From an optimization exercise on the open Yosys and OpenROAD flow, aimed at small area, a short achievable clock period and few clock cycles; shortcuts taken in it are not production practice.
In this exercise RTL edits were held to simulation tests only and were not proved equivalent to the original.
Power figures rest on the tool's default switching activity, not on a simulated workload.

== exp/quartz ==
==> flow/design.v <==
package dls_pkg;
    localparam int MAX_TASKS_DEF   = 16;
    localparam int DELAY_WIDTH_DEF = 16;
    localparam int ID_W       = 4;
    localparam int NUM_IDS    = 16;
    localparam int KIND_W     = 2;
    localparam int DELAY_IN_W = 16;
    localparam int STATUS_W   = 2;
    localparam int S_DATA_W   = 24;
    localparam int M_DATA_W   = 8;
    localparam logic [KIND_W-1:0] KIND_ADD    = 2'd0;
    localparam logic [KIND_W-1:0] KIND_REMOVE = 2'd1;
    localparam logic [KIND_W-1:0] KIND_TICK   = 2'd2;
    localparam logic [KIND_W-1:0] KIND_NOP    = 2'd3;
    localparam logic [STATUS_W-1:0] ST_DONE      = 2'd0;
    localparam logic [STATUS_W-1:0] ST_ZERO      = 2'd1;
    localparam logic [STATUS_W-1:0] ST_NOT_FOUND = 2'd2;
    localparam logic [STATUS_W-1:0] ST_WAITING   = 2'd3;
endpackage
module dls_cell #(
    parameter int DELAY_WIDTH = dls_pkg::DELAY_WIDTH_DEF
) (
    input  logic                   i_clk,
    input  logic                   i_we,
    input  logic [DELAY_WIDTH-1:0] i_due,
    input  logic                   i_one,
    input  logic                   i_move,
    input  logic [DELAY_WIDTH-1:0] i_now,
    output logic                   o_hit
);
    logic [DELAY_WIDTH-1:0] r_due;
    logic                   r_hit;
    always_ff @(posedge i_clk) begin
        if (i_we) begin
            r_due <= i_due;
            r_hit <= i_one;
        end else if (i_move) begin
            r_hit <= (r_due == i_now);
        end
    end
    assign o_hit = r_hit;
endmodule
module dls_ctrl (
    input  logic                               i_clk,
    input  logic                               i_rst_n,
    input  logic                               s_tvalid,
    output logic                               s_tready,
    input  logic [dls_pkg::KIND_W-1:0]         s_kind,
    input  logic [dls_pkg::ID_W-1:0]           s_id,
    input  logic [dls_pkg::DELAY_IN_W-1:0]     s_delay,
    output logic                               o_w_valid,
    output logic [dls_pkg::KIND_W-1:0]         o_w_kind,
    output logic [dls_pkg::ID_W-1:0]           o_w_id,
    output logic [dls_pkg::DELAY_IN_W-1:0]     o_w_delay,
    input  logic                               i_w_take,
    input  logic                               i_busy_next,
    input  logic                               i_push,
    input  logic [dls_pkg::M_DATA_W:0]         i_push_word,    
    output logic                               o_room,
    output logic                               m_tvalid,
    input  logic                               m_tready,
    output logic [dls_pkg::M_DATA_W:0]         m_word
);
    logic                           r_ready;
    logic                           r_w_valid;
    logic [dls_pkg::KIND_W-1:0]     r_w_kind;
    logic [dls_pkg::ID_W-1:0]       r_w_id;
    logic [dls_pkg::DELAY_IN_W-1:0] r_w_delay;
    logic                           r_v0, r_v1;
    logic [dls_pkg::M_DATA_W:0]     r_q0, r_q1;
    logic                           pop, w_valid_n, v0_n, v1_n;
    assign w_valid_n = (r_w_valid && !i_w_take) || (s_tvalid && r_ready);
    always_ff @(posedge i_clk) begin
        if (!i_rst_n) begin
            r_w_valid <= 1'b0;
            r_ready   <= 1'b1;
        end else begin
            r_w_valid <= w_valid_n;
            r_ready   <= !w_valid_n || !(i_busy_next || v1_n);
        end
        if (r_ready) begin
            r_w_kind  <= s_kind;
            r_w_id    <= s_id;
            r_w_delay <= s_delay;
        end
    end
    assign s_tready  = r_ready;
    assign o_w_valid = r_w_valid;
    assign o_w_kind  = r_w_kind;
    assign o_w_id    = r_w_id;
    assign o_w_delay = r_w_delay;
    assign pop    = r_v0 && m_tready;
    assign o_room = !r_v1;
    always_comb begin
        v0_n = r_v0;
        v1_n = r_v1;
        if (pop) begin
            v0_n = r_v1 || i_push;
            v1_n = 1'b0;
        end else if (i_push) begin
            v0_n = 1'b1;
            v1_n = r_v0;
        end
    end
    always_ff @(posedge i_clk) begin
        if (!i_rst_n) begin
            r_v0 <= 1'b0;
            r_v1 <= 1'b0;
        end else begin
            r_v0 <= v0_n;
            r_v1 <= v1_n;
        end
        if (pop) begin
            r_q0 <= r_v1 ? r_q1 : i_push_word;
        end else if (!r_v0) begin
            r_q0 <= i_push_word;
        end
        if (i_push && r_v0 && !pop) begin
            r_q1 <= i_push_word;
        end
    end
    assign m_tvalid = r_v0;
    assign m_word   = r_q0;
endmodule
module delta_list_sleep_queue #(
    parameter int MAX_TASKS   = dls_pkg::MAX_TASKS_DEF,
    parameter int DELAY_WIDTH = dls_pkg::DELAY_WIDTH_DEF
) (
    input  logic                            i_clk,
    input  logic                            i_rst_n,
    input  logic                            s_tvalid,
    output logic                            s_tready,
    input  logic [dls_pkg::S_DATA_W-1:0]    s_tdata,    
    input  logic [dls_pkg::KIND_W-1:0]      s_tuser,    
    output logic                            m_tvalid,
    input  logic                            m_tready,
    output logic [dls_pkg::M_DATA_W-1:0]    m_tdata,    
    output logic                            m_tlast
);
    localparam int IW = dls_pkg::ID_W;
    logic                           w_valid;
    logic [dls_pkg::KIND_W-1:0]     w_kind;
    logic [IW-1:0]                  w_id;
    logic [DELAY_WIDTH-1:0]         w_delay;
    logic                           room;
    logic                           push;
    logic [dls_pkg::M_DATA_W:0]     push_word;
    logic [dls_pkg::M_DATA_W:0]     m_word;
    logic                           r_rel;        
    logic [MAX_TASKS-1:0]           r_wait;       
    logic [DELAY_WIDTH-1:0]         r_now;        
    logic [MAX_TASKS-1:0]           hit, due, rest, first, set, clr, we;
    logic [DELAY_WIDTH-1:0]         new_due;
    logic                           take, act, is_add, is_rem, is_tick;
    logic                           add_ok, rem_ok, releasing, last, rel_n, moved;
    logic [IW-1:0]                  rel_id;
    logic [dls_pkg::STATUS_W-1:0]   status;
    dls_ctrl u_ctrl (
        .i_clk       (i_clk),
        .i_rst_n     (i_rst_n),
        .s_tvalid    (s_tvalid),
        .s_tready    (s_tready),
        .s_kind      (s_tuser),
        .s_id        (s_tdata[3:0]),
        .s_delay     (s_tdata[19:4]),
        .o_w_valid   (w_valid),
        .o_w_kind    (w_kind),
        .o_w_id      (w_id),
        .o_w_delay   (w_delay),
        .i_w_take    (take),
        .i_busy_next (rel_n),
        .i_push      (push),
        .i_push_word (push_word),
        .o_room      (room),
        .m_tvalid    (m_tvalid),
        .m_tready    (m_tready),
        .m_word      (m_word)
    );
    assign {m_tdata, m_tlast} = m_word;
    assign new_due = r_now + w_delay - DELAY_WIDTH'(2);
    for (genvar g = 0; g < MAX_TASKS; g++) begin : g_slot
        dls_cell #(
            .DELAY_WIDTH (DELAY_WIDTH)
        ) u_cell (
            .i_clk (i_clk),
            .i_we    (we[g]),
            .i_due   (new_due),
            .i_one   (w_delay == DELAY_WIDTH'(1)),
            .i_move  (moved),
            .i_now   (r_now),
            .o_hit   (hit[g])
        );
    end
    assign act     = room && !r_rel;                  
    assign take    = act && w_valid;
    assign is_add  = take && (w_kind == dls_pkg::KIND_ADD);
    assign is_rem  = take && (w_kind == dls_pkg::KIND_REMOVE);
    assign is_tick = take && (w_kind == dls_pkg::KIND_TICK);
    assign add_ok  = (w_delay != '0) && !r_wait[w_id];
    assign rem_ok  = r_wait[w_id];
    assign due = r_wait & hit;
    always_comb begin
        logic below;
        below = 1'b0;
        for (int i = 0; i < MAX_TASKS; i++) begin
            first[i] = due[i] && !below;
            rest[i]  = due[i] && below;
            below    = below || due[i];
        end
    end
    always_comb begin
        rel_id = '0;
        for (int i = 0; i < MAX_TASKS; i++) begin
            if (first[i]) rel_id = rel_id | IW'(i);
        end
    end
    assign releasing = room && (r_rel || (is_tick && (due != '0)));
    assign moved     = (is_tick && (due == '0)) || (releasing && last);
    assign last      = (rest == '0);
    assign rel_n     = releasing ? !last : r_rel;
    always_comb begin
        for (int i = 0; i < MAX_TASKS; i++) begin
            set[i] = is_add && add_ok && (w_id == IW'(i));
            clr[i] = (is_rem && (w_id == IW'(i))) || (releasing && first[i]);
        end
    end
    assign we = set;
    always_comb begin
        if (w_kind == dls_pkg::KIND_ADD) begin
            status = (w_delay == '0) ? dls_pkg::ST_ZERO :
                     r_wait[w_id]    ? dls_pkg::ST_WAITING : dls_pkg::ST_DONE;
        end else if (w_kind == dls_pkg::KIND_REMOVE) begin
            status = rem_ok ? dls_pkg::ST_DONE : dls_pkg::ST_NOT_FOUND;
        end else begin
            status = dls_pkg::ST_DONE;
        end
    end
    assign push = releasing || (take && (w_kind != dls_pkg::KIND_NOP));
    assign push_word = releasing ? {last, rel_id, 1'b1, dls_pkg::ST_DONE, last}
                                 : {1'b0, {IW{1'b0}}, 1'b0, status, 1'b1};
    always_ff @(posedge i_clk) begin
        if (!i_rst_n) begin
            r_rel  <= 1'b0;
            r_wait <= '0;
            r_now  <= '0;
        end else begin
            r_rel  <= rel_n;
            r_wait <= (r_wait & ~clr) | set;
            if (moved) begin
                r_now <= r_now + DELAY_WIDTH'(1);
            end
        end
    end
endmodule
clock: 7.0 ns
lec_check: 0
abc_area: 1
cap_margin: 20
core_margin: 2
core_utilization: 60
cts_buf_list: sky130_fd_sc_hd__clkbuf_8
setup_slack_margin: 4.15
slew_margin: 20
run.sh (not shown) runs the stock make flow with config.mk's settings and CLKGATE_MAP_FILE= SYNTH_SCRIPT=/design/flow/synth_recipe.tcl, a recipe that flattens the netlist after the stock synthesis.
exp/quartz finished every step from synthesis to the final layout, and the layout passed the timing, DRC and antenna checks.
Testbench counts of exp/quartz, summed over its fixed seeds: cycles 5,063.
[inputs] exp/pepper vs exp/quartz
Settings: CORE_UTILIZATION: 60 -> 70; SETUP_SLACK_MARGIN: 4.15 -> 4.0.
### Flow results
- exp/pepper vs exp/quartz: number of buffers outside the clock class in the layout down by more than 10%
- When exp/pepper is measured against exp/quartz, its met2 track utilization from global routing turns out 9.3 points higher.
- In exp/pepper, the wire length came out 270 um below the value in exp/quartz.
- Compared with exp/quartz, exp/pepper degrades minimum period implied by the final worst setup slack.
- Comparing number of well taps for exp/quartz and exp/pepper, the bigger number came from exp/quartz.
Input-level comparison between exp/violet and exp/pepper:
Settings: SETUP_SLACK_MARGIN changed from 4.0 to 4.15; CTS_CLUSTER_SIZE newly set to 16; CTS_CLUSTER_DIAMETER newly set to 60; CORE_UTILIZATION changed from 70 to 60.
Results
- exp/violet | status: complete | timing, DRC, antenna: pass
- Total global routing track utilization for exp/violet: 5.0 points down relative to exp/pepper
- exp/pepper -> exp/violet: maximum clock path buffer count delta 0, exact match
- exp/violet: met1 track demand over resource is 2.2 points lower than what exp/pepper reported.
- On max-slew headroom at the worst pin, the lower figure sits with exp/violet, not exp/pepper.
- Against exp/pepper, exp/violet comes in 1 lower on H-tree level count.
- Looking at area added between synthesis and finish across exp/pepper and exp/violet, the one that comes out higher is exp/pepper.
- Global-route met3 utilization came out lower on exp/violet than on exp/pepper.
- exp/violet ends up with higher worst setup slack than exp/pepper does.
Relative to exp/violet, the following input files were edited for exp/lagoon:
Settings: changing CORE_UTILIZATION from 60 to 75; changing SETUP_SLACK_MARGIN from 4.15 to 4.2.
## What came out
- Compared with exp/violet, maximum clock frequency in exp/lagoon decreased by a few percent.
- Per the comparison of exp/lagoon with exp/violet, global-route usage rose 5.5 points; routed wire length about even; worst hold slack fell 0.0033 ns.
- The wire length of the first global-routing pass of exp/lagoon falls short of that of exp/violet by 1.9%.
- From exp/violet to exp/lagoon the numbers moved as follows: finished layout cell area fell 0.80%, combinational fraction of design power rose 0.5 points.

separate check: timing with driven ports:
No port has a modelled driver above. Below, the same layouts with a new extraction and two added sets of constraints. Step 1 (the two cells are an assumption about what drives the block):
set clk [get_ports {i_clk}]
set_driving_cell -lib_cell sky130_fd_sc_hd__clkbuf_16 $clk
set_driving_cell -lib_cell sky130_fd_sc_hd__buf_2 [delete_from_list [all_inputs] $clk]
Step 2 adds t to the input delays and takes it off the output delays; t is the mean of the earliest and latest rising clock arrival at the registers after step 1. Input paths then give back, and output paths get back, about the clock's delay inside the block. a / b / c = ideal / step 1 / step 2; a / b = the first two.
| run | t (ns) | slack for setup (ns) | clock arrival spread, ns | worst slew at a driven data input, ns |
|---|---|---|---|---|
| exp/quartz | 0.637 | 4.169 / 4.169 / 3.726 | 0.033 / 0.033 | 0.05 |
| exp/pepper | 0.645 | 4.055 / 4.006 / 3.698 | 0.025 / 0.025 | 0.04 |
| exp/violet | 0.657 | 4.195 / 4.195 / 3.704 | 0.030 / 0.030 | 0.04 |
| exp/lagoon | 0.661 | 4.025 / 4.025 / 3.862 | 0.049 / 0.049 | 0.05 |
After both steps every run listed still meets setup and hold. For exp/violet, which loses most, drivers alone change the setup slack by 0.000 ns; drivers and shift together by -0.491 ns.
